This design comes from an exercise in tuning for small area, a short achievable clock period and few clock cycles per item on the open sky130 flow, not from production work.
The RTL was checked by simulation tests, not by an equivalence proof against the original design.

==> exp/juniper <==
## npu_requant
module npu_requant #(
  localparam int M_LEN  = 32,
  localparam int S_LEN  = 32,
  localparam int SH_LEN = 5
) (
  input  logic              clk_i,
  input  logic              rstn_i,
  input  logic              clear_i,
  input  logic [M_LEN-1:0]  acc_i,
  input  logic [S_LEN-1:0]  mult_i,
  input  logic [SH_LEN-1:0] shift_i,
  input  logic              valid_i,
  output logic              ready_o,
  output logic [M_LEN-1:0]  data_o,
  output logic              valid_o,
  input  logic              ready_i
);
clock: 10.0 ns
lec_check: 0
cap_margin: 5
core_margin: 2
core_utilization: 65
cts_buf_list: sky130_fd_sc_hd__clkbuf_8
setup_slack_margin: 5
slew_margin: 5
synth_hierarchical: 1
synth_minimum_keep_size: 0
standard.sh (not shown) runs the stock make flow with config.mk's settings and CLKGATE_MAP_FILE= SYNTH_SCRIPT=/design/flow/synth_recipe.tcl, a recipe that flattens the netlist after the stock synthesis.
==> flow/flow/run.sh <==
#!/bin/bash
# The standard ORFS layout (standard.sh) with different repair settings:
#   SETUP_SLACK_MARGIN=5.7 "BUFFER_PORTS_ARGS=-buffer_cell sky130_fd_sc_hd__buf_1" "CTS_ARGS=-sink_clustering_enable -repair_clock_nets -buf_list sky130_fd_sc_hd__clkbuf_8 -dont_use_dummy_load"
# All of the flow's output goes to standard.log; ORFS keeps each step's log under orfs/logs.
set -euo pipefail
bash standard.sh SETUP_SLACK_MARGIN=5.7 "BUFFER_PORTS_ARGS=-buffer_cell sky130_fd_sc_hd__buf_1" "CTS_ARGS=-sink_clustering_enable -repair_clock_nets -buf_list sky130_fd_sc_hd__clkbuf_8 -dont_use_dummy_load" finish > standard.log 2>&1
==> exp/maple: changes against exp/juniper <==
==> flow/flow/run.sh (replaced) <==
#!/bin/bash
# The standard ORFS layout (standard.sh) with different repair settings:
#   SETUP_SLACK_MARGIN=5.6 "BUFFER_PORTS_ARGS=-buffer_cell sky130_fd_sc_hd__buf_1" "CTS_ARGS=-sink_clustering_enable -repair_clock_nets -buf_list sky130_fd_sc_hd__clkbuf_8 -dont_use_dummy_load" RECOVER_POWER=100
# All of the flow's output goes to standard.log; ORFS keeps each step's log under orfs/logs.
set -euo pipefail
bash standard.sh SETUP_SLACK_MARGIN=5.6 "BUFFER_PORTS_ARGS=-buffer_cell sky130_fd_sc_hd__buf_1" "CTS_ARGS=-sink_clustering_enable -repair_clock_nets -buf_list sky130_fd_sc_hd__clkbuf_8 -dont_use_dummy_load" RECOVER_POWER=100 finish > standard.log 2>&1
CAP_MARGIN = 10   (was 5)
CORE_UTILIZATION = 50   (was 65)
SLEW_MARGIN = 10   (was 5)
==> impl_metrics.xml <==
<?xml version="1.0" encoding="UTF-8"?>
<metrics>
  <group name="sta">
    <metric name="share_of_the_clock_period_used_by_the_worst_path_after_layout" unit="%">42.9</metric>
    <metric name="fmaxAchievable" unit="MHz">233</metric>
  </group>
  <group name="die">
    <metric name="floorplan.die.height" unit="um">218</metric>
  </group>
  <group name="worst_setup_path">
    <metric name="max_fanout_on_critical_path" unit="">17</metric>
  </group>
  <group name="hold_path">
    <metric name="min_to" unit="">v2_q</metric>
  </group>
  <group name="clock_tree">
    <metric name="cts_inserted_buffers" unit="">40</metric>
  </group>
  <group name="grt">
    <metric name="largest_net_degree_at_the_start_of_global_routing" unit="">73</metric>
  </group>
  <group name="route">
    <metric name="initialDrtViolationCount" unit="">3490</metric>
    <metric name="detail_route.vias_per_cell" unit="">7.13</metric>
  </group>
  <group name="run_status">
    <metric name="run_status" unit="">no timing/DRC/antenna violations</metric>
  </group>
  <group name="finish">
    <metric name="sequential_fraction_of_total_cell_area" unit="%">20.3</metric>
  </group>
</metrics>
The numbers above come from exp/juniper.

==> impl_metrics.xml <==
<?xml version="1.0" encoding="UTF-8"?>
<metrics>
  <group name="run_status">
    <metric name="layout.failed_checks" unit="">capacitance limit, slew limit</metric>
    <metric name="run_status" unit="">finished with violations</metric>
  </group>
  <group name="clock_tree">
    <metric name="cts_inserted_buffers" unit="">41</metric>
  </group>
  <group name="sta">
    <metric name="share_of_the_clock_period_used_by_the_worst_path_after_layout" unit="%">62.6</metric>
    <metric name="fmaxAchievable" unit="MHz">160</metric>
    <metric name="slew_violations" unit="">152</metric>
  </group>
  <group name="finish">
    <metric name="sequential_fraction_of_total_cell_area" unit="%">20.5</metric>
  </group>
  <group name="flow_run">
    <metric name="max_cap_violations" unit="">3</metric>
  </group>
</metrics>
The numbers above come from exp/maple.

Testbench counts of exp/juniper, summed over its fixed seeds: cycles 8,012, items 8,000.
Testbench counts of exp/maple, summed over its fixed seeds: cycles 8,012, items 8,000.

* * *

==> v16: inputs <==
npu_requant again, from the RTL that the note above started with.
clock: 10.0 ns
lec_check: 0
cap_margin: 5
core_margin: 2
core_utilization: 65
cts_buf_list: sky130_fd_sc_hd__clkbuf_8
setup_slack_margin: 5
slew_margin: 5
synth_hierarchical: 1
synth_minimum_keep_size: 0
==> flow/flow/run.sh <==
#!/bin/bash
# The standard ORFS layout (standard.sh) with different repair settings:
#   SETUP_SLACK_MARGIN=5.67 "BUFFER_PORTS_ARGS=-buffer_cell sky130_fd_sc_hd__buf_1" "CTS_ARGS=-sink_clustering_enable -repair_clock_nets -buf_list sky130_fd_sc_hd__clkbuf_8 -dont_use_dummy_load -sink_clustering_size 12 -sink_clustering_max_diameter 100"
# All of the flow's output goes to standard.log; ORFS keeps each step's log under orfs/logs.
set -euo pipefail
bash standard.sh SETUP_SLACK_MARGIN=5.67 "BUFFER_PORTS_ARGS=-buffer_cell sky130_fd_sc_hd__buf_1" "CTS_ARGS=-sink_clustering_enable -repair_clock_nets -buf_list sky130_fd_sc_hd__clkbuf_8 -dont_use_dummy_load -sink_clustering_size 12 -sink_clustering_max_diameter 100" finish > standard.log 2>&1
==> v9: changes against v16 <==
==> flow/flow/run.sh (replaced) <==
#!/bin/bash
# The standard ORFS layout (standard.sh) with different repair settings:
#   SETUP_SLACK_MARGIN=5.7 "BUFFER_PORTS_ARGS=-buffer_cell sky130_fd_sc_hd__buf_1" "CTS_ARGS=-sink_clustering_enable -repair_clock_nets -buf_list sky130_fd_sc_hd__clkbuf_8 -dont_use_dummy_load -sink_clustering_size 12 -sink_clustering_max_diameter 100"
# All of the flow's output goes to standard.log; ORFS keeps each step's log under orfs/logs.
set -euo pipefail
bash standard.sh SETUP_SLACK_MARGIN=5.7 "BUFFER_PORTS_ARGS=-buffer_cell sky130_fd_sc_hd__buf_1" "CTS_ARGS=-sink_clustering_enable -repair_clock_nets -buf_list sky130_fd_sc_hd__clkbuf_8 -dont_use_dummy_load -sink_clustering_size 12 -sink_clustering_max_diameter 100" finish > standard.log 2>&1
==> v28: changes against v16 <==
==> flow/flow/run.sh (replaced) <==
#!/bin/bash
# The standard ORFS layout (standard.sh) with different repair settings:
#   SETUP_SLACK_MARGIN=5.7 "BUFFER_PORTS_ARGS=-buffer_cell sky130_fd_sc_hd__buf_1" "CTS_ARGS=-sink_clustering_enable -repair_clock_nets -buf_list sky130_fd_sc_hd__clkbuf_8 -dont_use_dummy_load"
# All of the flow's output goes to standard.log; ORFS keeps each step's log under orfs/logs.
set -euo pipefail
bash standard.sh SETUP_SLACK_MARGIN=5.7 "BUFFER_PORTS_ARGS=-buffer_cell sky130_fd_sc_hd__buf_1" "CTS_ARGS=-sink_clustering_enable -repair_clock_nets -buf_list sky130_fd_sc_hd__clkbuf_8 -dont_use_dummy_load" finish > standard.log 2>&1
- CORE_UTILIZATION: 65 -> 60
- GPL_TIMING_DRIVEN: unset -> 0
==> results.txt <==
quantity	v28	v9	v16
Status	complete, no violations	complete, no violations	complete, no violations
H-tree depth	2	1	1
Setup slack, reg-to-reg	5120 ps	5760 ps	5710 ps
Data arrival, critical path	5210 ps	2290 ps	2310 ps
Setup crit end kind	register	output pin	output pin
Worst Path Buf+Inv	1	2	2
Met3 WL	17.8 mm	13.5 mm	14.2 mm
Setup repair after global routing missed its margin	true	true	false
Source-to-sink clock delay at the later pin of the worst-skew pair	640 ps	650 ps	610 ps
Post-DP HPWL	74.9 mm	59.1 mm	58.5 mm
Combined global-route utilization of all metal layers	43.3%	40.4%	41.1%
Tightest Pin Transition	982 ps	948 ps	1170 ps
Number of well taps	664	600	600
Fraction of layout cells with a size suffix above 1	18.3%	7.89%	8.48%
Met3 layer usage reported by global route	14.1%	13.1%	15.0%
Global placement routability congestion	0.888	0.873	0.903
Multi-input gate count	2146	2145	2146
Clock transition at path regs	60 ps	80 ps	80 ps
Post-layout instance count excluding filler cells	3721	3365	3371
Final cell area excluding filler cells	0.0376 mm^2	0.0323 mm^2	0.0325 mm^2
Crit path capture	cl2_q	ready_o	ready_o
Testbench counts of v16, summed over its fixed seeds: cycles 8,012, items 8,000.
Testbench counts of v9, summed over its fixed seeds: cycles 8,012, items 8,000.
Testbench counts of v28, summed over its fixed seeds: cycles 8,012, items 8,000.

==> what the ideal ports hide <==
The flow's constraints put no driver on any port. The routed layouts listed below were extracted and timed again, unchanged, in two steps. Step 1 assumes that a clkbuf_16 drives the clock port and a buf_2 every other input. Step 2 moves the port delays by t, midway between the first and last clock arrival at a register: inputs arrive t later, outputs are due t later. That takes back most of the time a late clock gives input paths. Three values: no drivers, after step 1, after step 2; two values: the first two.
run | shift t [ns] | slack for setup (ns) | worst setup path at the end | worst register clock-pin slew, ns | worst slew at a driven data input, ns
exp/juniper | 0.661 | 5.712 / 5.673 / 5.673 | input to output | 0.06 / 0.06 | 0.05
exp/maple | 0.647 | 3.737 / 3.737 / 3.223 | input to register | 0.06 / 0.06 | 0.13
v16 | 0.651 | 5.691 / 5.508 / 5.508 | input to output | 0.09 / 0.09 | 0.19
v9 | 0.686 | 5.712 / 5.672 / 5.672 | input to output | 0.10 / 0.10 | 0.05
v28 | 0.686 | 5.119 / 5.119 / 5.119 | register to register | 0.07 / 0.07 | 0.07
For exp/maple, which loses most, drivers alone change the setup slack by 0.000 ns; drivers and shift together by -0.514 ns.
